What follows belongs to an exercise in optimizing a design on an open flow for small area, a short achievable clock period and few clock cycles per item; a production flow would make more cautious choices. In this exercise RTL edits were held to simulation tests only and were not proved equivalent to the original. Power and IR drop assume default switching activity.

==> run a: inputs <==
## battery_voltage_average_soc_lookup
module battery_voltage_average_soc_lookup #(
  parameter int unsigned TABLE_ENTRIES = 100
) (
  input  wire logic        clk_i,
  input  wire logic        rst_ni,
  input  wire logic        in_valid_i,
  output      logic        in_stall_o,
  input  wire logic        cmd_i,
  input  wire logic [22:0] sample_uv_i,
  input  wire logic [6:0]  entry_index_i,
  input  wire logic [15:0] entry_mv_i,
  output      logic        out_valid_o,
  input  wire logic        out_stall_i,
  output      logic [15:0] long_avg_mv_o,
  output      logic        long_done_o,
  output      logic [15:0] short_avg_mv_o,
  output      logic        short_done_o,
  output      logic [10:0] soc_x16_o,
  output      logic        init_seen_o,
  input  wire logic        cfg_valid_i,
  output      logic        cfg_ready_o,
  input  wire logic [1:0]  cfg_index_i,
  input  wire logic [3:0]  cfg_data_i
);
  logic        en;
  logic        v0, v1, w1, ld1, sd1;
  logic [23:0] in_word;
  logic [62:0] word0;
  logic [8:0]  lsel, ssel;
  logic [6:0]  index1;
  logic [13:0] value1;
  logic [30:0] lsum1, ssum1;
  logic [45:0] res;
  assign en = ~(out_valid_o & out_stall_i);
  assign in_word = {cmd_i, cmd_i ? {entry_index_i, entry_mv_i} : sample_uv_i};
  bvsoc_queue #(
    .Width (24)
  ) u_queue (
    .clk_i      (clk_i),
    .rst_ni     (rst_ni),
    .en_i       (en),
    .lsel_i     (lsel),
    .ssel_i     (ssel),
    .in_valid_i (in_valid_i),
    .in_stall_o (in_stall_o),
    .in_word_i  (in_word),
    .valid_o    (v0),
    .word_o     (word0)
  );
  bvsoc_front #(
    .TableEntries (TABLE_ENTRIES)
  ) u_front (
    .clk_i       (clk_i),
    .rst_ni      (rst_ni),
    .en_i        (en),
    .valid_i     (v0),
    .word_i      (word0),
    .lsel_o      (lsel),
    .ssel_o      (ssel),
    .cfg_valid_i (cfg_valid_i),
    .cfg_index_i (cfg_index_i),
    .cfg_data_i  (cfg_data_i),
    .valid_o     (v1),
    .write_o     (w1),
    .ldone_o     (ld1),
    .sdone_o     (sd1),
    .index_o     (index1),
    .value_o     (value1),
    .lsum_o      (lsum1),
    .ssum_o      (ssum1)
  );
  bvsoc_back u_back (
    .clk_i       (clk_i),
    .rst_ni      (rst_ni),
    .en_i        (en),
  ...
==> flow/config.mk <==
export PLATFORM = sky130hd
export DESIGN_NAME = battery_voltage_average_soc_lookup
export DESIGN_NICKNAME = battery_voltage_average_soc_lookup
export VERILOG_FILES = /design/flow/design.v
export SDC_FILE = /design/flow/constraint.sdc
export NUM_CORES = 4
export LEC_CHECK = 0
export ABC_AREA = 1
export CAP_MARGIN = 20
export CORE_MARGIN = 2
export CORE_UTILIZATION = 40
export PLACE_DENSITY = 0.45
export SETUP_SLACK_MARGIN = 5
export SLEW_MARGIN = 20
==> flow/constraint.sdc <==
create_clock -name core_clock -period 8.0 [get_ports {clk_i}]
set_input_delay 1.6000 -clock core_clock [delete_from_list [all_inputs] [get_ports {clk_i}]]
set_output_delay 1.6000 -clock core_clock [all_outputs]
set_load 0.01 [all_outputs]
run.sh (not shown) runs the stock make flow with config.mk's settings and CLKGATE_MAP_FILE= SYNTH_SCRIPT=/design/flow/synth_recipe.tcl, a recipe that flattens the netlist after the stock synthesis.
==> run b (differences from run a) <==
--- a/flow/design.v
+++ b/flow/design.v
@@ -52,12 +52,13 @@
   logic        v2_q, w2_q, ld2_q, sd2_q, lt0_2_q, gt99_2_q;
   logic [13:0] a2_q, l2_q;
   logic [2:0]  b2_q;
   logic        v3_q, w3_q, ld3_q, sd3_q, lt0_3_q, gt99_3_q;
   logic [13:0] a3_q, l3_q;
   logic [4:0]  b3_q;
+  logic [31:0] d3_q;
   logic [13:0] t0_q;
   logic [13:0] t99_q;
   logic [13:0] t49_q;
   logic [13:0] t24_q;
   logic [13:0] t74_q;
   logic [13:0] t12_q;
@@ -205,12 +206,15 @@
   end
   always_ff @(posedge clk_i) begin
     if (en_i) begin
       a3_q <= a2_q;
       l3_q <= l2_q;
       b3_q <= b2[4:0];
+      for (int i = 0; i < 32; i++) begin
+        d3_q[i] <= (b2[2:0] == 3'(i % 8)) & (b2[4:3] == 2'(i / 8));
+      end
       lt0_3_q  <= lt0_2_q;
       gt99_3_q <= gt99_2_q;
     end
   end
   logic [13:0] t1_q;
   logic [13:0] t4_q;
@@ -353,13 +357,13 @@
       endcase
     end
   end
   logic [6:0] b3;
   assign b3[4:0] = b3_q;
   logic [31:0] d3;   
-  assign d3 = 32'd1 << b3_q;
+  assign d3 = d3_q;
   logic c5;
   assign c5 = greater(a3_q, ({14{d3[0]}} & t1_q) | ({14{d3[16]}} & t4_q) | ({14{d3[8]}} & t7_q) | ({14{d3[24]}} & t10_q) | ({14{d3[4]}} & t13_q) | ({14{d3[20]}} & t16_q) | ({14{d3[12]}} & t19_q) | ({14{d3[28]}} & t22_q) | ({14{d3[2]}} & t25_q) | ({14{d3[18]}} & t28_q) | ({14{d3[10]}} & t31_q) | ({14{d3[26]}} & t34_q) | ({14{d3[6]}} & t37_q) | ({14{d3[22]}} & t40_q) | ({14{d3[14]}} & t43_q) | ({14{d3[30]}} & t47_q) | ({14{d3[1]}} & t50_q) | ({14{d3[17]}} & t53_q) | ({14{d3[9]}} & t56_q) | ({14{d3[25]}} & t59_q) | ({14{d3[5]}} & t62_q) | ({14{d3[21]}} & t65_q) | ({14{d3[13]}} & t68_q) | ({14{d3[29]}} & t72_q) | ({14{d3[3]}} & t75_q) | ({14{d3[19]}} & t78_q) | ({14{d3[11]}} & t81_q) | ({14{d3[27]}} & t84_q) | ({14{d3[7]}} & t87_q) | ({14{d3[23]}} & t90_q) | ({14{d3[15]}} & t93_q) | ({14{d3[31]}} & t97_q));
   assign b3[5] = c5;
   logic c6_0;
   assign c6_0 = greater(a3_q, ({14{d3[30]}} & t46_q) | ({14{d3[29]}} & t71_q) | ({14{d3[31]}} & t96_q));
   logic c6_1;
--- a/flow/config.mk
+++ b/flow/config.mk
@@ -6,9 +6,12 @@
 export NUM_CORES = 4
 export LEC_CHECK = 0
 export ABC_AREA = 1
 export CAP_MARGIN = 20
 export CORE_MARGIN = 2
 export CORE_UTILIZATION = 40
+export CTS_CLUSTER_DIAMETER = 110
+export CTS_CLUSTER_SIZE = 22
 export PLACE_DENSITY = 0.45
-export SETUP_SLACK_MARGIN = 5
+export SETUP_SLACK_MARGIN = 4.6
 export SLEW_MARGIN = 20
+export TNS_END_PERCENT = 10
==> run c (differences from run a) <==
--- a/flow/config.mk
+++ b/flow/config.mk
@@ -6,9 +6,11 @@
 export NUM_CORES = 4
 export LEC_CHECK = 0
 export ABC_AREA = 1
 export CAP_MARGIN = 20
 export CORE_MARGIN = 2
 export CORE_UTILIZATION = 40
+export CTS_CLUSTER_DIAMETER = 110
+export CTS_CLUSTER_SIZE = 22
 export PLACE_DENSITY = 0.45
 export SETUP_SLACK_MARGIN = 5
 export SLEW_MARGIN = 20
==> summary of the runs <==
Run b ran to the end with no violations. Run c went through all stages and came out clean. Run a went through all stages and came out clean.
Global-route usage: run b < run c < run a.
In run a the clock skew is lower than in run b, by 0.026 ns.
In run b the combinational power is smaller than in run c, by about 24%.
In run b the worst setup slack is lower than in run a, by 0.050 ns.
Non-clock buffer count: run c is higher than run b (403).
Via count: run a is larger than run c (1.4%).
The highest sequential share of layout area belongs to run b, the lowest to run a.
Between run b and run c, the lower flip-flop and latch count is in run c (gap 32).
In sequential power, run a and run b hardly differ.
Routed wire length, highest first: run a, run c, run b.
==> figures <==
|  | run b | run c | run a |
|---|---|---|---|
| Ratio of cells with drive above 1 in the final layout | 7.29% | 18.2% | 19.2% |
| Reg2Reg Depth | 17 | 23 | 26 |
| Run status | complete, no violations | complete, no violations | complete, no violations |
| Non-clock inverters | 607 | 675 | 675 |
| Cell Int Power | 22.2 mW | 25.7 mW | 28.4 mW |
| Max Freq | 0.290 GHz | 0.292 GHz | 0.294 GHz |
| Detailed Route Iter0 Violations | 6216 | 5880 | 6410 |
| Chip Width | 466 um | 464 um | 464 um |
| Number of placed instances with taps included | 10586 | 10522 | 10522 |
| Power Clock | 5.59 mW | 5.52 mW | 9.26 mW |
| Required time of the critical path | 8.61 ns | 8.73 ns | 8.76 ns |
| Relative slew margins | 27.9% | 22.4% | 22.2% |
| Average via count per standard cell | 5.43 | 5.54 | 5.52 |
| Detailed-router iteration count before antenna repair | 8 | 6 | 8 |
| Number of enable-type register cells in the synthesized netlist | 1794 | 1762 | 1762 |
| Number of H-tree levels | 3 | 3 | 4 |
| Share of synthesized cell area in full adder, half adder and majority cells | 4.28% | 4.35% | 4.35% |
| Syn Std Cell Area | 0.0853 mm2 | 0.0846 mm2 | 0.0846 mm2 |
| Share of synthesized area spent on multiplexers | 0.106% | 0.107% | 0.107% |
| Final sequential cell count | 1893 | 1861 | 1861 |
| Met3 GRT Util | 2.87% | 3.31% | 4.09% |
| Post-place setup slack | 2.60 ns | 2.96 ns | 2.96 ns |
Testbench counts of run a, summed over its fixed seeds: cycles 9,384, items 9,216.
Testbench counts of run b, summed over its fixed seeds: cycles 9,384, items 9,216.
Testbench counts of run c, summed over its fixed seeds: cycles 9,384, items 9,216.

## static timing again, ports no longer ideal
Ports are ideal in the flow. The routed layouts listed here were re-timed in OpenROAD. Step 1 assumes that a clkbuf_16 drives the clock port and a buf_2 every other input. Step 2 moves the port delays by t, midway between the first and last clock arrival at a register: inputs arrive t later, outputs are due t later. That takes back most of the time a late clock gives input paths. Three values: ideal, step 1, step 2; two values: the first two.
run | t (ns) | setup WS [ns] | clock arrival spread, ns | slew at the worst register clock pin (ns) | pins driven straight from the clock port
run a | 0.935 | 4.603 / 4.603 / 4.159 | 0.036 / 0.036 | 0.07 / 0.07 | 1
run b | 0.868 | 4.553 / 4.502 / 4.073 | 0.061 / 0.062 | 0.11 / 0.11 | 1
run c | 0.865 | 4.581 / 4.581 / 4.212 | 0.055 / 0.055 | 0.12 / 0.12 | 1
After both steps setup and hold are still met in every run listed. The setup slack of run b, which loses most, moves by -0.051 ns with the drivers and by -0.480 ns with both steps.
